What follows belongs to an exercise in optimizing a design on an open flow for small area, a short achievable clock period and few clock cycles per item; a production flow would make more cautious choices.
In this exercise RTL edits were held to simulation tests only and were not proved equivalent to the original.
Power and IR drop assume default switching activity.

==> flow/design.v (outline; a module is shown in full before it is edited, if it fits) <==
// module macc_fifo: 63 lines
// module macc_front: 59 lines
// module macc_back: 4377 lines
// module macc_fa: 3 lines
// module macc_ha: 3 lines
// module mac_accumulator_coprocessor_top: 77 lines
module mac_accumulator_coprocessor_top #(
    parameter int OUT_DEPTH = macc_pkg::OUT_DEPTH_DEF
) (
    input  logic                clk,
    input  logic                rst_n,
    input  logic                push,
    output logic                full,
    input  logic [145:0]        in_word,
    output logic                empty,
    input  logic                pop,
    output logic [40:0]         out_word
);
  // ...
==> flow/flow/run.sh <==
#!/bin/bash
# Standard layout (standard synthesis included), with timing repair asked to
# keep a setup margin, so that it works on the clock period the design
# achieves rather than stopping at the 10 ns constraint.
set -euo pipefail
bash standard.sh SETUP_SLACK_MARGIN=6.75 finish > make_finish.log 2>&1
==> flow/standard.sh <==
#!/bin/bash
# synth_recipe.tcl (not shown) runs the flow's synth.tcl, then flattens the netlist and writes it again
# the make line also repeats each setting of config.mk as NAME=value (left out here)
make -C /OpenROAD-flow-scripts/flow DESIGN_CONFIG=/design/flow/config.mk WORK_HOME=/design/flow/orfs CLKGATE_MAP_FILE= SYNTH_SCRIPT=/design/flow/synth_recipe.tcl "${@:-finish}"
==> flow/config.mk <==
export PLATFORM = sky130hd
export DESIGN_NAME = mac_accumulator_coprocessor_top
export DESIGN_NICKNAME = mac_accumulator_coprocessor_top
export VERILOG_FILES = /design/flow/design.v
export SDC_FILE = /design/flow/constraint.sdc
export NUM_CORES = 4
export LEC_CHECK = 0
export CAP_MARGIN = 20
export CORE_MARGIN = 2
export CORE_UTILIZATION = 55
export SLEW_MARGIN = 20
export SYNTH_HIERARCHICAL = 1
==> flow/constraint.sdc <==
create_clock -name core_clock -period 10.0 [get_ports {clk}]
set_input_delay 2.0000 -clock core_clock [delete_from_list [all_inputs] [get_ports {clk}]]
set_output_delay 2.0000 -clock core_clock [all_outputs]
set_load 0.01 [all_outputs]
==> impl_metrics.yaml, run 1 <==
layout:
  nFlopsAndLatches: 534
  mostFrequentLayoutCell: "nand2_1"
  top_area_cell_class: "multi-input combinational cells"
  inv_count: 183
  multi_input_area_sq_um: 26320
  fin_cells: 4735
  drive_gt1_frac: 0.1596
clocking:
  cts_tree: "built"
  hold_buffers: 0
  cts.sinks: 534
sta:
  setup_slack_ps: 6712
  final.period_utilization: 0.3288
  setup-violations-final: 0
  rsz0062_at_grt: "yes"
worst_setup_path:
  path_max_fanout: 2
  crit_start: "u_out_q.empty_reg"
  critical_path.cell_chain: "buf_6"
  r2r_slack_ps: 6720
  slowest_stage: "dfstp_2"
  cp.required_ps: 8000
  crit_cells: 1
power:
  switching_power_uw: 4516
  internal_power_uw: 6235
drt:
  drt-pass1-iter-count: 6
yosys:
  synth_cell_types: 78
  synthesis.area_sq_um: 40380
  synth_xor_xnor_area_share: 0.004555
outcome:
  outcome: "timing/DRC/antenna clean"
placement:
  numPortBuffers: 168
  gp_congestion: 0.9253
min_path:
  min_from: "u_back.s0_valid_reg"
Testbench counts, summed over its fixed seeds: cycles 24,024, items 24,000.
==> run 2: changes to the inputs <==
--- a/flow/design.v
+++ b/flow/design.v
@@ -4500,17 +4500,275 @@
             acc_c_reg <= '0;
         end
         else
         begin
             acc_s_reg <= f2s;
             acc_c_reg <= {f2c[38:0], 1'b0};
         end
     end
-    assign acc_value = acc_s_reg + acc_c_reg;
+    logic [39:0] rd_p, rd_g;
+    assign rd_p = acc_s_reg ^ acc_c_reg;
+    assign rd_g = acc_s_reg & acc_c_reg;
+    logic bk_g0, bk_p0;
+    assign bk_g0 = rd_g[1] | (rd_p[1] & rd_g[0]);
+    assign bk_p0 = rd_p[1] & rd_p[0];
+    logic bk_g1, bk_p1;
+    assign bk_g1 = rd_g[3] | (rd_p[3] & rd_g[2]);
+    assign bk_p1 = rd_p[3] & rd_p[2];
+    logic bk_g2, bk_p2;
+    assign bk_g2 = rd_g[5] | (rd_p[5] & rd_g[4]);
+    assign bk_p2 = rd_p[5] & rd_p[4];
+    logic bk_g3, bk_p3;
+    assign bk_g3 = rd_g[7] | (rd_p[7] & rd_g[6]);
+    assign bk_p3 = rd_p[7] & rd_p[6];
+    logic bk_g4, bk_p4;
+    assign bk_g4 = rd_g[9] | (rd_p[9] & rd_g[8]);
+    assign bk_p4 = rd_p[9] & rd_p[8];
+    logic bk_g5, bk_p5;
+    assign bk_g5 = rd_g[11] | (rd_p[11] & rd_g[10]);
+    assign bk_p5 = rd_p[11] & rd_p[10];
+    logic bk_g6, bk_p6;
+    assign bk_g6 = rd_g[13] | (rd_p[13] & rd_g[12]);
+    assign bk_p6 = rd_p[13] & rd_p[12];
+    logic bk_g7, bk_p7;
+    assign bk_g7 = rd_g[15] | (rd_p[15] & rd_g[14]);
+    assign bk_p7 = rd_p[15] & rd_p[14];
+    logic bk_g8, bk_p8;
+    assign bk_g8 = rd_g[17] | (rd_p[17] & rd_g[16]);
+    assign bk_p8 = rd_p[17] & rd_p[16];
+    logic bk_g9, bk_p9;
+    assign bk_g9 = rd_g[19] | (rd_p[19] & rd_g[18]);
+    assign bk_p9 = rd_p[19] & rd_p[18];
+    logic bk_g10, bk_p10;
+    assign bk_g10 = rd_g[21] | (rd_p[21] & rd_g[20]);
+    assign bk_p10 = rd_p[21] & rd_p[20];
+    logic bk_g11, bk_p11;
+    assign bk_g11 = rd_g[23] | (rd_p[23] & rd_g[22]);
+    assign bk_p11 = rd_p[23] & rd_p[22];
+    logic bk_g12, bk_p12;
+    assign bk_g12 = rd_g[25] | (rd_p[25] & rd_g[24]);
+    assign bk_p12 = rd_p[25] & rd_p[24];
+    logic bk_g13, bk_p13;
+    assign bk_g13 = rd_g[27] | (rd_p[27] & rd_g[26]);
+    assign bk_p13 = rd_p[27] & rd_p[26];
+    logic bk_g14, bk_p14;
+    assign bk_g14 = rd_g[29] | (rd_p[29] & rd_g[28]);
+    assign bk_p14 = rd_p[29] & rd_p[28];
+    logic bk_g15, bk_p15;
+    assign bk_g15 = rd_g[31] | (rd_p[31] & rd_g[30]);
+    assign bk_p15 = rd_p[31] & rd_p[30];
+    logic bk_g16, bk_p16;
+    assign bk_g16 = rd_g[33] | (rd_p[33] & rd_g[32]);
+    assign bk_p16 = rd_p[33] & rd_p[32];
+    logic bk_g17, bk_p17;
+    assign bk_g17 = rd_g[35] | (rd_p[35] & rd_g[34]);
+    assign bk_p17 = rd_p[35] & rd_p[34];
+    logic bk_g18, bk_p18;
+    assign bk_g18 = rd_g[37] | (rd_p[37] & rd_g[36]);
+    assign bk_p18 = rd_p[37] & rd_p[36];
+    logic bk_g19, bk_p19;
+    assign bk_g19 = rd_g[39] | (rd_p[39] & rd_g[38]);
+    assign bk_p19 = rd_p[39] & rd_p[38];
+    logic bk_g20, bk_p20;
+    assign bk_g20 = bk_g1 | (bk_p1 & bk_g0);
+    assign bk_p20 = bk_p1 & bk_p0;
+    logic bk_g21, bk_p21;
+    assign bk_g21 = bk_g3 | (bk_p3 & bk_g2);
+    assign bk_p21 = bk_p3 & bk_p2;
+    logic bk_g22, bk_p22;
+    assign bk_g22 = bk_g5 | (bk_p5 & bk_g4);
+    assign bk_p22 = bk_p5 & bk_p4;
+    logic bk_g23, bk_p23;
+    assign bk_g23 = bk_g7 | (bk_p7 & bk_g6);
+    assign bk_p23 = bk_p7 & bk_p6;
+    logic bk_g24, bk_p24;
+    assign bk_g24 = bk_g9 | (bk_p9 & bk_g8);
+    assign bk_p24 = bk_p9 & bk_p8;
+    logic bk_g25, bk_p25;
+    assign bk_g25 = bk_g11 | (bk_p11 & bk_g10);
+    assign bk_p25 = bk_p11 & bk_p10;
+    logic bk_g26, bk_p26;
+    assign bk_g26 = bk_g13 | (bk_p13 & bk_g12);
+    assign bk_p26 = bk_p13 & bk_p12;
+    logic bk_g27, bk_p27;
+    assign bk_g27 = bk_g15 | (bk_p15 & bk_g14);
+    assign bk_p27 = bk_p15 & bk_p14;
+    logic bk_g28, bk_p28;
+    assign bk_g28 = bk_g17 | (bk_p17 & bk_g16);
+    assign bk_p28 = bk_p17 & bk_p16;
+    logic bk_g29, bk_p29;
+    assign bk_g29 = bk_g19 | (bk_p19 & bk_g18);
+    assign bk_p29 = bk_p19 & bk_p18;
+    logic bk_g30, bk_p30;
+    assign bk_g30 = bk_g21 | (bk_p21 & bk_g20);
+    assign bk_p30 = bk_p21 & bk_p20;
+    logic bk_g31, bk_p31;
+    assign bk_g31 = bk_g23 | (bk_p23 & bk_g22);
+    assign bk_p31 = bk_p23 & bk_p22;
+    logic bk_g32, bk_p32;
+    assign bk_g32 = bk_g25 | (bk_p25 & bk_g24);
+    assign bk_p32 = bk_p25 & bk_p24;
+    logic bk_g33, bk_p33;
+    assign bk_g33 = bk_g27 | (bk_p27 & bk_g26);
+    assign bk_p33 = bk_p27 & bk_p26;
+    logic bk_g34, bk_p34;
+    assign bk_g34 = bk_g29 | (bk_p29 & bk_g28);
+    assign bk_p34 = bk_p29 & bk_p28;
+    logic bk_g35, bk_p35;
+    assign bk_g35 = bk_g31 | (bk_p31 & bk_g30);
+    assign bk_p35 = bk_p31 & bk_p30;
+    logic bk_g36, bk_p36;
+    assign bk_g36 = bk_g33 | (bk_p33 & bk_g32);
+    assign bk_p36 = bk_p33 & bk_p32;
+    logic bk_g37, bk_p37;
+    assign bk_g37 = bk_g36 | (bk_p36 & bk_g35);
+    assign bk_p37 = bk_p36 & bk_p35;
+    logic bk_g38, bk_p38;
+    assign bk_g38 = bk_g32 | (bk_p32 & bk_g35);
+    assign bk_p38 = bk_p32 & bk_p35;
+    logic bk_g39, bk_p39;
+    assign bk_g39 = bk_g34 | (bk_p34 & bk_g37);
+    assign bk_p39 = bk_p34 & bk_p37;
+    logic bk_g40, bk_p40;
+    assign bk_g40 = bk_g22 | (bk_p22 & bk_g30);
+    assign bk_p40 = bk_p22 & bk_p30;
+    logic bk_g41, bk_p41;
+    assign bk_g41 = bk_g24 | (bk_p24 & bk_g35);
+    assign bk_p41 = bk_p24 & bk_p35;
+    logic bk_g42, bk_p42;
+    assign bk_g42 = bk_g26 | (bk_p26 & bk_g38);
+    assign bk_p42 = bk_p26 & bk_p38;
+    logic bk_g43, bk_p43;
+    assign bk_g43 = bk_g28 | (bk_p28 & bk_g37);
+    assign bk_p43 = bk_p28 & bk_p37;
+    logic bk_g44, bk_p44;
+    assign bk_g44 = bk_g2 | (bk_p2 & bk_g20);
+    assign bk_p44 = bk_p2 & bk_p20;
+    logic bk_g45, bk_p45;
+    assign bk_g45 = bk_g4 | (bk_p4 & bk_g30);
+    assign bk_p45 = bk_p4 & bk_p30;
+    logic bk_g46, bk_p46;
+    assign bk_g46 = bk_g6 | (bk_p6 & bk_g40);
+    assign bk_p46 = bk_p6 & bk_p40;
+    logic bk_g47, bk_p47;
+    assign bk_g47 = bk_g8 | (bk_p8 & bk_g35);
+    assign bk_p47 = bk_p8 & bk_p35;
+    logic bk_g48, bk_p48;
+    assign bk_g48 = bk_g10 | (bk_p10 & bk_g41);
+    assign bk_p48 = bk_p10 & bk_p41;
+    logic bk_g49, bk_p49;
+    assign bk_g49 = bk_g12 | (bk_p12 & bk_g38);
+    assign bk_p49 = bk_p12 & bk_p38;
+    logic bk_g50, bk_p50;
+    assign bk_g50 = bk_g14 | (bk_p14 & bk_g42);
+    assign bk_p50 = bk_p14 & bk_p42;
+    logic bk_g51, bk_p51;
+    assign bk_g51 = bk_g16 | (bk_p16 & bk_g37);
+    assign bk_p51 = bk_p16 & bk_p37;
+    logic bk_g52, bk_p52;
+    assign bk_g52 = bk_g18 | (bk_p18 & bk_g43);
+    assign bk_p52 = bk_p18 & bk_p43;
+    logic bk_g53, bk_p53;
+    assign bk_g53 = rd_g[2] | (rd_p[2] & bk_g0);
+    assign bk_p53 = rd_p[2] & bk_p0;
+    logic bk_g54, bk_p54;
+    assign bk_g54 = rd_g[4] | (rd_p[4] & bk_g20);
+    assign bk_p54 = rd_p[4] & bk_p20;
+    logic bk_g55, bk_p55;
+    assign bk_g55 = rd_g[6] | (rd_p[6] & bk_g44);
+    assign bk_p55 = rd_p[6] & bk_p44;
+    logic bk_g56, bk_p56;
+    assign bk_g56 = rd_g[8] | (rd_p[8] & bk_g30);
+    assign bk_p56 = rd_p[8] & bk_p30;
+    logic bk_g57, bk_p57;
+    assign bk_g57 = rd_g[10] | (rd_p[10] & bk_g45);
+    assign bk_p57 = rd_p[10] & bk_p45;
+    logic bk_g58, bk_p58;
+    assign bk_g58 = rd_g[12] | (rd_p[12] & bk_g40);
+    assign bk_p58 = rd_p[12] & bk_p40;
+    logic bk_g59, bk_p59;
+    assign bk_g59 = rd_g[14] | (rd_p[14] & bk_g46);
+    assign bk_p59 = rd_p[14] & bk_p46;
+    logic bk_g60, bk_p60;
+    assign bk_g60 = rd_g[16] | (rd_p[16] & bk_g35);
+    assign bk_p60 = rd_p[16] & bk_p35;
+    logic bk_g61, bk_p61;
+    assign bk_g61 = rd_g[18] | (rd_p[18] & bk_g47);
+    assign bk_p61 = rd_p[18] & bk_p47;
+    logic bk_g62, bk_p62;
+    assign bk_g62 = rd_g[20] | (rd_p[20] & bk_g41);
+    assign bk_p62 = rd_p[20] & bk_p41;
+    logic bk_g63, bk_p63;
+    assign bk_g63 = rd_g[22] | (rd_p[22] & bk_g48);
+    assign bk_p63 = rd_p[22] & bk_p48;
+    logic bk_g64, bk_p64;
+    assign bk_g64 = rd_g[24] | (rd_p[24] & bk_g38);
+    assign bk_p64 = rd_p[24] & bk_p38;
+    logic bk_g65, bk_p65;
+    assign bk_g65 = rd_g[26] | (rd_p[26] & bk_g49);
+    assign bk_p65 = rd_p[26] & bk_p49;
+    logic bk_g66, bk_p66;
+    assign bk_g66 = rd_g[28] | (rd_p[28] & bk_g42);
+    assign bk_p66 = rd_p[28] & bk_p42;
+    logic bk_g67, bk_p67;
+    assign bk_g67 = rd_g[30] | (rd_p[30] & bk_g50);
+    assign bk_p67 = rd_p[30] & bk_p50;
+    logic bk_g68, bk_p68;
+    assign bk_g68 = rd_g[32] | (rd_p[32] & bk_g37);
+    assign bk_p68 = rd_p[32] & bk_p37;
+    logic bk_g69, bk_p69;
+    assign bk_g69 = rd_g[34] | (rd_p[34] & bk_g51);
+    assign bk_p69 = rd_p[34] & bk_p51;
+    logic bk_g70, bk_p70;
+    assign bk_g70 = rd_g[36] | (rd_p[36] & bk_g43);
+    assign bk_p70 = rd_p[36] & bk_p43;
+    logic bk_g71, bk_p71;
+    assign bk_g71 = rd_g[38] | (rd_p[38] & bk_g52);
+    assign bk_p71 = rd_p[38] & bk_p52;
+    assign acc_value[0] = rd_p[0];
+    assign acc_value[1] = rd_p[1] ^ rd_g[0];
+    assign acc_value[2] = rd_p[2] ^ bk_g0;
+    assign acc_value[3] = rd_p[3] ^ bk_g53;
+    assign acc_value[4] = rd_p[4] ^ bk_g20;
+    assign acc_value[5] = rd_p[5] ^ bk_g54;
+    assign acc_value[6] = rd_p[6] ^ bk_g44;
+    assign acc_value[7] = rd_p[7] ^ bk_g55;
+    assign acc_value[8] = rd_p[8] ^ bk_g30;
+    assign acc_value[9] = rd_p[9] ^ bk_g56;
+    assign acc_value[10] = rd_p[10] ^ bk_g45;
+    assign acc_value[11] = rd_p[11] ^ bk_g57;
+    assign acc_value[12] = rd_p[12] ^ bk_g40;
+    assign acc_value[13] = rd_p[13] ^ bk_g58;
+    assign acc_value[14] = rd_p[14] ^ bk_g46;
+    assign acc_value[15] = rd_p[15] ^ bk_g59;
+    assign acc_value[16] = rd_p[16] ^ bk_g35;
+    assign acc_value[17] = rd_p[17] ^ bk_g60;
+    assign acc_value[18] = rd_p[18] ^ bk_g47;
+    assign acc_value[19] = rd_p[19] ^ bk_g61;
+    assign acc_value[20] = rd_p[20] ^ bk_g41;
+    assign acc_value[21] = rd_p[21] ^ bk_g62;
+    assign acc_value[22] = rd_p[22] ^ bk_g48;
+    assign acc_value[23] = rd_p[23] ^ bk_g63;
+    assign acc_value[24] = rd_p[24] ^ bk_g38;
+    assign acc_value[25] = rd_p[25] ^ bk_g64;
+    assign acc_value[26] = rd_p[26] ^ bk_g49;
+    assign acc_value[27] = rd_p[27] ^ bk_g65;
+    assign acc_value[28] = rd_p[28] ^ bk_g42;
+    assign acc_value[29] = rd_p[29] ^ bk_g66;
+    assign acc_value[30] = rd_p[30] ^ bk_g50;
+    assign acc_value[31] = rd_p[31] ^ bk_g67;
+    assign acc_value[32] = rd_p[32] ^ bk_g37;
+    assign acc_value[33] = rd_p[33] ^ bk_g68;
+    assign acc_value[34] = rd_p[34] ^ bk_g51;
+    assign acc_value[35] = rd_p[35] ^ bk_g69;
+    assign acc_value[36] = rd_p[36] ^ bk_g43;
+    assign acc_value[37] = rd_p[37] ^ bk_g70;
+    assign acc_value[38] = rd_p[38] ^ bk_g52;
+    assign acc_value[39] = rd_p[39] ^ bk_g71;
     assign res_push  = s1_valid_reg;
     assign res[40]   = s1_accepted_reg;
     assign res[39:8] = s1_read_reg ? acc_value[31:0]  : 32'h0;
     assign res[7:0]  = s1_read_reg ? acc_value[39:32] : 8'h0;
 endmodule
 module macc_fa (input logic a, input logic b, input logic c, output logic s, output logic co);
     assign {co, s} = {1'b0, a} + {1'b0, b} + {1'b0, c};
 endmodule
--- a/flow/config.mk
+++ b/flow/config.mk
@@ -3,10 +3,12 @@
 export DESIGN_NICKNAME = mac_accumulator_coprocessor_top
 export VERILOG_FILES = /design/flow/design.v
 export SDC_FILE = /design/flow/constraint.sdc
 export NUM_CORES = 4
 export LEC_CHECK = 0
 export CAP_MARGIN = 20
 export CORE_MARGIN = 2
 export CORE_UTILIZATION = 55
+export CTS_CLUSTER_DIAMETER = 80
+export CTS_CLUSTER_SIZE = 40
 export SLEW_MARGIN = 20
 export SYNTH_HIERARCHICAL = 1
==> run 2 against run 1 <==
  * Still clean
  * Clock-buffer cell count shrank 47
  * Power shrank 8.4%
  * Largest power group unchanged
  * Non-clock buffer count grew 9
  * Clock power shrank about 30%
  * Worst hold slack lost 60 ps
  * Wire length shrank 4.8%
  * Cell area shrank 1.4%
  * Sequential power is essentially flat
  * Largest cell class unchanged
  * Critical path type unchanged
  * Flip-flop and latch count is the same
==> impl_metrics.yaml, run 2 <==
placement:
  gp_congestion: 0.9200
  dp_cells: 4357
  numPortBuffers: 168
  hpwl_um: 82970
drt:
  top_layer_used: "met5"
  drt_iter0_drc: 3222
  wl_um: 134700
  wl_met2_um: 59080
  wl_per_cell_um: 29.26
  drt-met1-wl_um: 47400
  drt-pass1-iter-count: 8
  post-route-drc-count: 0
  viasPerCell: 6.093
  ant_nets: 0
  vias: 28047
  route.met3.wl_um: 17270
clocking:
  clk_path_buf_depth: 3
  cts_buffers: 31
  cts_root_buf: "clkbuf_16"
  cts_tree: "built"
  insertion_delay_ps: 680
  clkTransAtPathRegs_ps: 120
  hold_buffers: 0
  cts.sinks: 534
  ctsHtreeMaxLevel: 1
yosys:
  synth_edf_count: 164
  synth-seq-cells: 534
  synth_area_leaders: "fa_1 (41%), dfxtp_1 (14%), edfxtp_1 (12%), nand2_1 (7.6%), dfrtp_1 (5.8%)"
  yosys_most_used_dff: "dfxtp_1"
  synth_top_area_frac: 0.4125
  synth_common_cells: "fa_1 (826), nand2_1 (815), dfxtp_1 (276)"
  synthesis.area_sq_um: 40090
  yosys.area.top_type: "fa_1"
  syn_avg_cell_area_sq_um: 11.69
  synth_cell_types: 76
  synth_most_common_cell: "fa_1"
  syn_inst: 3429
  synth_warnings: 10
  ys_async_sr_fraction: 0.1760
  yosysSeqAreaShare: 0.3194
power:
  leakagePower_uw: 0.01629
  power_density_nw_per_um2: 209.8
  vdd_drop_max_uv: 264.3
sta:
  setup-violations-final: 0
  rsz0062_at_grt: "yes"
  min_period_ps: 3309
  slew_headroom: 0.4011
  finClkSkew_ps: 51.45
  fmax_ghz: 0.3022
  tightest_slew_ps: 898.3
  final.period_utilization: 0.3309
  finalHoldViolCount: 0
  setup_tns_ps: 0
  drv_slew: 0
floorplanning:
  die_y_um: 274.0
  ios: 193
  coreArea_sq_um: 71850
  start_util: 0.5579
  placementRows: 98
  die_w_um: 274.0
  floorplan.die_area_sq_um: 75070
worst_setup_path:
  rr_startpoint: "u_back.s0_b_reg[11]"
  path_max_fanout: 2
  cp.required_ps: 8000
  crit_family: "flip-flops"
  cp-start-kind: "flop"
  cp.arrival_ps: 1310
  cpPeakStageDelay_ps: 550
  r2r_slack_ps: 6710
  worstSetupEndpointType: "primary output"
  r2r-end: "u_back.s1_cut_reg[160]"
  r2r_cells: 11
  worstSetupPathType: "flop to primary output"
  slowest_stage: "dfstp_2"
  critical_path.cell_chain: "buf_6"
  path_buf_inv: 1
layout:
  fin_cells: 4603
  syn_to_final_growth_pct: 17.03
  drive_gt1_frac: 0.1892
  nets: 4674
  largest_reg_flops: 177
  mostFrequentLayoutCells: "nand2_1 (798), fa_1 (677), dfxtp_1 (203)"
  mostFrequentLayoutCell: "nand2_1"
flow_run:
  maxCapViolations: 0
min_path:
  worst_hold_path.endpoint: "u_back.s1_valid_reg"
  holdPathStages: 0
  hold_path_class: "flop to flop"
  min_from: "u_back.s0_valid_reg"
grt:
  grt_remaining_overflow: 0
  grt_pass1_vias: 30258
  grt_first_pass_wirelength_um: 190300
  grt_start_max_net_pins: 87
  antenna_found_initial: 6
  grt_usage: 0.3503
outcome:
  outcome: "timing/DRC/antenna clean"
run 2: changes by cell type in the layout (fill, tap and decap cells not counted), sizes merged, moves of 8 or more:
cell / change
o21ai: -22
nor2b: -21
nor3: -8
fa: +18
a21oi: -25
and2: +18
clkbuf: -44
nor2: +12
inv: +33
nand2: -31
and3: -9
run 2: area by class of cell:
| cell class | count | area (sq um) |
|---|---|---|
| Clock buffer | 33 | 783.3 |
| Antenna cell | 7 | 17.52 |
| Clock inverter | 25 | 407.9 |
| Sequential cell | 534 | 13070 |
| Fill cell | 5436 | 24940 |
| Timing Repair Buffer | 382 | 4330 |
| Multi-Input combinational cell | 2461 | 26320 |
| Tap cell | 950 | 1189 |
| Inverter | 211 | 798.3 |
run 2: cells by family (layout without fill, tap and decap cells):
group | Yosys count | in the layout | synth area share
flops | 534 | 534 | 0.3194
buf+inv | 435 | 651 | 0.04366
compound gates | 352 | 352 | 0.06111
xor+xnor | 21 | 21 | 0.004588
fa+ha+maj | 903 | 903 | 0.4365
simple gates | 1162 | 1162 | 0.1291
other cells | 1 | 9 | 0.00009354
mux | 21 | 21 | 0.005556
run 2: per-stage QoR:
stage	utilization	cell area (sq um)	hold WS (ps)	worst slack, ps	total power, uW
after floorplan	-	40130	353.7	6757	5832
after global routing	0.6527	46900	416.2	6640	10370
after CTS	0.6294	45220	394.8	6650	9585
after global placement	0.5887	42300	365.7	5759	7847
final	0.6529	46920	394.2	6691	9844
after detailed placement	0.5891	42330	366.7	5772	7965
run 2: worst max-delay path by stage:
stage | endpoint | cells past startpoint | start
6_report | empty | 1 | u_out_q.empty_reg
4_1_cts | empty | 1 | u_out_q.empty_reg
5_1_grt | empty | 1 | u_out_q.empty_reg
2_1_floorplan | u_back.s1_cut_reg[34] | 8 | u_back.s0_alg_reg[11]
3_3_place_gp | u_back.s0_b_reg[19] | 5 | in_word[138]
3_5_place_dp | u_back.s0_b_reg[19] | 5 | in_word[138]
run 2: metal layers:
layer,vias up,track usage
met3,688,0.1036
met4,4,0.1985
met5,-,0
met2,2084,0.5433
li1,11186,-
met1,14085,0.4426
run 2: power breakdown:
group / leakage, uW / switching (uW) / internal (uW)
clock network: 0.000569 / 891 / 666
logic: 0.0105 / 2970 / 2050
registers: 0.00518 / 406 / 2860
run 2: what timing repair did:
item / 4_1_cts / 5_1_grt
gates resized for setup: 406 / 191
cloned: 9 / 11
pin swaps: 39 / 105
setup buffers: 77 / 84
endpoints found under the setup margin: 260 / 122
run 2: per-module statistics from Yosys, one instance, submodules excluded, excerpt:
module,area [sq um],flops+latches,cells
macc_front,1343,0,215
macc_fa,20.02,0,1
mac_accumulator_coprocessor_top,211.5,4,18
macc_back,15410,357,1948
macc_ha,12.51,0,1
Testbench counts of run 2, summed over its fixed seeds: cycles 24,024, items 24,000.
==> run 3: changes to the inputs <==
--- a/flow/config.mk
+++ b/flow/config.mk
@@ -10,4 +10,2 @@
 export CORE_UTILIZATION = 55
-export CTS_CLUSTER_DIAMETER = 80
-export CTS_CLUSTER_SIZE = 40
 export SLEW_MARGIN = 20
==> run 3 against run 2 <==
  * Still clean
  * Via count is 0.45% higher
  * Register-to-register slack hardly changed
  * Utilization grew 0.56 points
  * Clock-buffer cell count up 51
  * Fmax increased by 0.95%
  * Combinational power decreased by 1%
  * Power is 5.2% higher
  * Global-route usage rose by 0.29 points
  * Cell area up 0.86%
  * Sequential share of layout area is 0.22 points lower
  * Largest power group unchanged
  * Critical endpoint is now u_back.s1_cut_reg[156]
  * First-iteration DRC count fell by 0.78%
==> impl_metrics.yaml, run 3 <==
drt:
  drt-pass1-iter-count: 6
  drt_iter0_drc: 3197
  viasPerCell: 6.080
  vias: 28174
  wl_um: 134100
  ant_nets: 0
  wl_per_cell_um: 28.94
  post-route-drc-count: 0
layout:
  nets: 4686
  mostFrequentLayoutCell: "nand2_1"
  mostFrequentLayoutCells: "nand2_1 (807), fa_1 (713), dfxtp_1 (202)"
  drive_gt1_frac: 0.1819
  syn_to_final_growth_pct: 18.04
  final_cell_area_sq_um: 47320
  largest_reg_flops: 177
yosys:
  yosys.area.top_type: "fa_1"
  synth_common_cells: "fa_1 (826), nand2_1 (815), dfxtp_1 (276)"
  yosysSeqAreaShare: 0.3194
  synth_most_common_cell: "fa_1"
  ys_async_sr_fraction: 0.1760
  yosys_most_used_dff: "dfxtp_1"
  synthesis.area_sq_um: 40090
  synth_edf_count: 164
  syn_inst: 3429
  synth_cell_types: 76
  synth_warnings: 10
  synth_top_area_frac: 0.4125
  syn_avg_cell_area_sq_um: 11.69
  synth_area_leaders: "fa_1 (41%), dfxtp_1 (14%), edfxtp_1 (12%), nand2_1 (7.6%), dfrtp_1 (5.8%)"
  synth-seq-cells: 534
floorplanning:
  coreArea_sq_um: 71850
  floorplan.die_area_sq_um: 75070
  placementRows: 98
  die_w_um: 274.0
  start_util: 0.5579
  ios: 193
  die_y_um: 274.0
clocking:
  insertion_delay_ps: 650
  cts_tree: "built"
  cts_buffers: 56
  ctsHtreeMaxLevel: 2
  clkTransAtPathRegs_ps: 60
  cts_root_buf: "clkbuf_16"
  hold_buffers: 0
  cts.sinks: 534
  clk_path_buf_depth: 3
worst_setup_path:
  worstSetupEndpointType: "flop"
  cp.arrival_ps: 3830
  worstSetupPathType: "flop to flop"
  path_max_fanout: 8
  slowest_stage: "fa_2"
  cp-start-kind: "flop"
  critical_path.cell_chain: "buf_12, nand2_1, fa_1, fa_1, fa_1, fa_2, fa_2"
  cpPeakStageDelay_ps: 580
  cp.required_ps: 10550
  critPathMostFrequentCell: "fa_1"
sta:
  finalHoldViolCount: 0
  rsz0062_at_grt: "yes"
  slew_headroom: 0.4093
  setup-violations-final: 0
  drv_slew: 0
  setup_tns_ps: 0
  tightest_slew_ps: 886.1
  finClkSkew_ps: 35.92
  fmax_ghz: 0.3050
  whs_ps: 382.9
  final.period_utilization: 0.3278
  setup_slack_ps: 6722
  min_period_ps: 3278
grt:
  grt_remaining_overflow: 0
  grt_first_pass_wirelength_um: 192000
  grt_start_max_net_pins: 87
  grt_pass1_vias: 30725
  grt_usage: 0.3533
  antenna_found_initial: 3
power:
  p_total_uw: 10350
  power.share.switching: 0.4106
  vdd_drop_max_uv: 245.9
  combPwrFrac: 0.479
  clkPwrFrac: 0.204
  p_seq_frac: 0.317
  power_density_nw_per_um2: 218.8
  leakagePower_uw: 0.01652
  switching_power_uw: 4252
  internal_power_uw: 6102
placement:
  hpwl_um: 82970
  numPortBuffers: 168
  dp_slack_ps: 5772
  placed_cell_area_sq_um: 42330
  gp_congestion: 0.9200
min_path:
  hold_path_class: "flop to flop"
outcome:
  outcome: "timing/DRC/antenna clean"
flow_run:
  maxCapViolations: 0
-- run 3: worst paths after layout --
| path | from | end | slack, ps | depth (start not counted) |
|---|---|---|---|---|
| min in group asynchronous | rst_n | u_back.acc_s_reg[32] | 1290 | 1 |
| min reg2reg | u_back.s0_valid_reg | u_back.s1_valid_reg | 380 | 0 |
| max | u_back.s0_b_reg[7] | u_back.s1_cut_reg[156] | 6720 | 7 |
| min | u_back.s0_valid_reg | u_back.s1_valid_reg | 380 | 0 |
| max in group asynchronous | rst_n | u_back.acc_c_reg[6] | 7490 | 2 |
| max reg2reg | u_back.s0_b_reg[7] | u_back.s1_cut_reg[156] | 6720 | 7 |
-- run 3: power groups by stage --
stage	logic (uW)	registers, uW	clock network [uW]
floorplan	2660	3170	0
global placement	4510	3340	0
detailed placement	4600	3360	0
CTS	4740	3280	2140
global route	5360	3330	2230
finish	4960	3280	2110
-- run 3: per-stage QoR --
| stage | std cells | utilization |
|---|---|---|
| detailed placement | 4357 | 0.5891 |
| global placement | 4356 | 0.5887 |
| CTS | 4550 | 0.6401 |
| global route | 4627 | 0.6583 |
| floorplan | 3430 | - |
| finish | 4634 | 0.6586 |
-- run 3: kinds of logic (layout without fill, tap and decap cells) --
family	Yosys count	after routing	synth area share
flops	534	534	0.3194
mux	21	21	0.005556
xor+xnor	21	21	0.004588
fa+ha+maj	903	903	0.4365
compound gates	352	352	0.06111
buf+inv	435	682	0.04366
simple gates	1162	1162	0.1291
other cells	1	9	0.00009354
-- run 3: final cells by class --
| cell class | count | area, sq um |
|---|---|---|
| sequential | 534 | 13080 |
| inverter | 211 | 798.3 |
| fill | 5469 | 24530 |
| clock inverter | 18 | 195.2 |
| multi-input combinational | 2461 | 26210 |
| timing repair buffer | 369 | 4165 |
| antenna | 7 | 17.52 |
| tap | 950 | 1189 |
| clock buffer | 84 | 1665 |
-- run 3: layer usage --
metal,vias to the layer above,wire [um],global-route usage
met4,6,10090,0.2041
met1,14271,47670,0.4387
met3,624,17010,0.1152
met5,-,91,0.005777
li1,11232,-,-
met2,2041,59260,0.5457
-- run 3: modules after synthesis (local to each module, per instance), excerpt --
| module | cell area [sq um] | cells | flip-flops and latches | copies in the design |
|---|---|---|---|---|
| macc_front | 1343 | 215 | 0 | 1 |
| macc_back | 15410 | 1948 | 357 | 1 |
| macc_fa | 20.02 | 1 | 0 | 807 |
| mac_accumulator_coprocessor_top | 211.5 | 18 | 4 | 1 |
| macc_ha | 12.51 | 1 | 0 | 1 |
-- run 3: timing repair --
action	CTS	global route
setup endpoints to repair	277	129
cloned	7	10
buffers inserted	84	67
pin swaps	31	75
hold endpoints to repair	0	0
gates resized for setup	394	143
-- run 3: critical path, delay by kind of cell (launching register included) --
kind | cells | cell delay, ps
fa+ha+maj | 5 | 2380
flops | 1 | 480
buf+inv | 1 | 210
simple gates | 1 | 100
==> run 4: changes to the inputs <==
--- a/flow/flow/run.sh
+++ b/flow/flow/run.sh
@@ -5,2 +5,2 @@
 set -euo pipefail
-bash standard.sh SETUP_SLACK_MARGIN=6.75 finish > make_finish.log 2>&1
+bash standard.sh SETUP_SLACK_MARGIN=6.6 finish > make_finish.log 2>&1
==> run 4 against run 3 <==
  * Sequential share of layout area up 0.99 points
  * Global-route usage down 0.68 points
  * Combinational power down 4%
  * Register-to-register slack worse by 110 ps
  * Largest cell class unchanged
==> impl_metrics.yaml, run 4 <==
power:
  p_seq_frac: 0.321
  internal_power_uw: 6108
  power.share.switching: 0.4097
  power_density_nw_per_um2: 227.2
  switching_power_uw: 4240
  leakagePower_uw: 0.01582
  vdd_drop_max_uv: 167.7
  clkPwrFrac: 0.218
  combPwrFrac: 0.461
layout:
  register_area_sq_um: 13040
  n_antenna_cell: 0
  postLayoutCoreUtil: 0.6339
  fin_cells: 4516
  multi_input_area_sq_um: 25750
  largest_reg_flops: 177
  mostFrequentLayoutCells: "fa_1 (823), nand2_1 (815), dfxtp_1 (208)"
  drive_gt1_frac: 0.09899
  mostFrequentLayoutCell: "fa_1"
  n_fill_cell: 5671
  nets: 4569
  syn_to_final_growth_pct: 13.61
worst_setup_path:
  cpPeakStageDelay_ps: 560
  r2r_cells: 7
  cp-start-kind: "flop"
  worstSetupEndpointType: "flop"
  cp.required_ps: 10520
  slowest_stage: "fa_1"
  cp.arrival_ps: 3910
  worstSetupPathType: "flop to flop"
  r2r_slack_ps: 6610
  rr_startpoint: "u_back.s0_b_reg[10]"
  r2r-end: "u_back.s1_cut_reg[85]"
  crit_family: "adder cells"
  path_max_fanout: 32
  critPathMostFrequentCell: "fa_1"
  critical_path.cell_chain: "buf_12, nand2_1, fa_1, fa_1, fa_1, fa_1, fa_1"
  path_buf_inv: 1
clocking:
  cts_tree: "built"
  cts.sinks: 534
  insertion_delay_ps: 650
  clk_path_buf_depth: 3
  cts_root_buf: "clkbuf_16"
  ctsHtreeMaxLevel: 2
  clkTransAtPathRegs_ps: 60
  cts_buffers: 59
grt:
  grt_pass1_vias: 30137
  grt_start_max_net_pins: 86
  antenna_found_initial: 0
  grt_remaining_overflow: 0
  grt_usage: 0.3465
  grt_first_pass_wirelength_um: 188200
min_path:
  holdPathStages: 0
  min_from: "u_back.s0_valid_reg"
  hold_path_class: "flop to flop"
  worst_hold_path.endpoint: "u_back.s1_valid_reg"
floorplanning:
  start_util: 0.5579
  die_w_um: 274.0
  ios: 193
  coreArea_sq_um: 71850
  placementRows: 98
  floorplan.die_area_sq_um: 75070
  die_y_um: 274.0
yosys:
  synth_common_cells: "fa_1 (826), nand2_1 (815), dfxtp_1 (276)"
  syn_inst: 3429
  syn_avg_cell_area_sq_um: 11.69
  synth_top_area_frac: 0.4125
  synth_cell_types: 76
  synth_area_leaders: "fa_1 (41%), dfxtp_1 (14%), edfxtp_1 (12%), nand2_1 (7.6%), dfrtp_1 (5.8%)"
  yosysSeqAreaShare: 0.3194
  yosys.area.top_type: "fa_1"
  synth_edf_count: 164
  synth_warnings: 10
  yosys_most_used_dff: "dfxtp_1"
  synthesis.area_sq_um: 40090
  ys_async_sr_fraction: 0.1760
  synth-seq-cells: 534
  synth_most_common_cell: "fa_1"
outcome:
  outcome: "timing/DRC/antenna clean"
drt:
  wl_per_cell_um: 28.58
  vias: 27385
  drt-pass1-iter-count: 6
  viasPerCell: 6.064
  ant_nets: 0
  drt_iter0_drc: 2809
  wl_um: 129100
  post-route-drc-count: 0
sta:
  fmax_ghz: 0.2948
  finalHoldViolCount: 0
  slew_headroom: 0.3588
  drv_slew: 0
  whs_ps: 371.9
  finClkSkew_ps: 23.85
  final.period_utilization: 0.3393
  tightest_slew_ps: 961.8
  setup-violations-final: 0
  rsz0062_at_grt: "yes"
  setup_tns_ps: 0
  min_period_ps: 3393
placement:
  hpwl_um: 83550
  dp_cells: 4356
  gp_congestion: 0.9261
  numPortBuffers: 168
flow_run:
  maxCapViolations: 0
-- run 4: worst max path at each step --
stage	cells after the start	slack, ps	startpoint	to
finish	7	6610	u_back.s0_b_reg[10]	u_back.s1_cut_reg[85]
global route	13	6530	u_back.acc_c_reg[13]	u_out_q.head_reg[7]
CTS	6	6580	u_back.s0_b_reg[16]	u_back.s1_cut_reg[160]
detailed placement	5	5910	in_word[138]	u_back.s0_b_reg[24]
global placement	5	5890	in_word[138]	u_back.s0_b_reg[24]
floorplan	8	6640	u_back.s0_b_reg[23]	u_back.s1_cut_reg[86]
-- run 4: routing by layer --
metal / share of wire / up-vias / track usage
met2: 0.46 / 1914 / 0.5538
met1: 0.36 / 13934 / 0.4290
met5: 0 / - / 0.001926
met3: 0.12 / 548 / 0.1048
met4: 0.066 / 0 / 0.1773
li1: - / 10989 / -
-- run 4: repair_timing --
action | CTS | global route
setup endpoints to repair | 162 | 54
hold buffers | 0 | 0
pin swaps | 1 | 13
buffers inserted | 21 | 22
gates cloned | 0 | 6
gates resized for setup | 149 | 70
-- run 4: power by group through the flow --
stage	Sequential (uW)	Combinational, uW	Clock (uW)
2_1_floorplan	3170	2660	0
3_3_place_gp	3360	4550	0
3_5_place_dp	3390	4640	0
4_1_cts	3320	4650	2300
5_1_grt	3370	5170	2380
6_report	3320	4770	2260
-- run 4: layout make-up --
class	count	area share
clock buffer	81	0.03604
clock inverter	30	0.008296
inverter	211	0.01744
multi-input combinational	2461	0.5653
sequential	534	0.2862
tap	950	0.02610
timing repair buffer	249	0.06054
-- run 4: cells by family after synthesis --
family                   after synthesis  share of synthesized area
adder cells (fa/ha/maj)              903                     0.4365
multiplexers                          21                   0.005556
flip-flops                           534                     0.3194
AND/OR/NAND/NOR                     1162                     0.1291
other                                  1                 0.00009354
buffers and inverters                435                    0.04366
XOR/XNOR                              21                   0.004588
AO/OA/AOI/OAI                        352                    0.06111
-- run 4: metrics by stage --
| step | total power [uW] | area (sq um) | worst slack (ps) |
|---|---|---|---|
| 6_report | 10350 | 45550 | 6607 |
| 5_1_grt | 10920 | 45550 | 6529 |
| 4_1_cts | 10270 | 44830 | 6581 |
| 3_5_place_dp | 8025 | 42300 | 5909 |
| 3_3_place_gp | 7912 | 42300 | 5890 |
| 2_1_floorplan | 5830 | 40110 | 6644 |
-- run 4: per-module statistics from Yosys, one instance, submodules excluded, a selection --
| module | cell area (sq um) | copies in the design | flip-flops and latches |
|---|---|---|---|
| macc_back | 15410 | 1 | 357 |
| macc_front | 1343 | 1 | 0 |
| mac_accumulator_coprocessor_top | 211.5 | 1 | 4 |
| macc_fa | 20.02 | 807 | 0 |
| macc_ha | 12.51 | 1 | 0 |

[separate check: timing with driven ports]
The results above use ideal ports. As a check the final layouts listed here were re-extracted and re-timed, cells and wires unchanged.
Step 1 (the two cells are an assumption about what drives the block):
set clk [get_ports {clk}]
set_driving_cell -lib_cell sky130_fd_sc_hd__clkbuf_16 $clk
set_driving_cell -lib_cell sky130_fd_sc_hd__buf_2 [delete_from_list [all_inputs] $clk]
Step 2 times the ports against the registers' clock, not the clock port: input delays grow and output delays shrink by t, the midpoint of the rising clock arrivals with the driver on.
Three values: no drivers, after step 1, after step 2; two values: the first two.
run	t, ns	slack for setup (ns)	worst slew at a driven data input, ns
run 1	0.717	6.712 / 6.646 / 6.097	0.07
run 2	0.727	6.691 / 6.618 / 6.271	0.05
run 3	0.704	6.722 / 6.683 / 6.278	0.06
run 4	0.702	6.607 / 6.607 / 6.076	0.06
After both steps setup and hold are still met in every run listed. The setup slack of run 1, which loses most, moves by -0.066 ns with the drivers and by -0.615 ns with both steps.
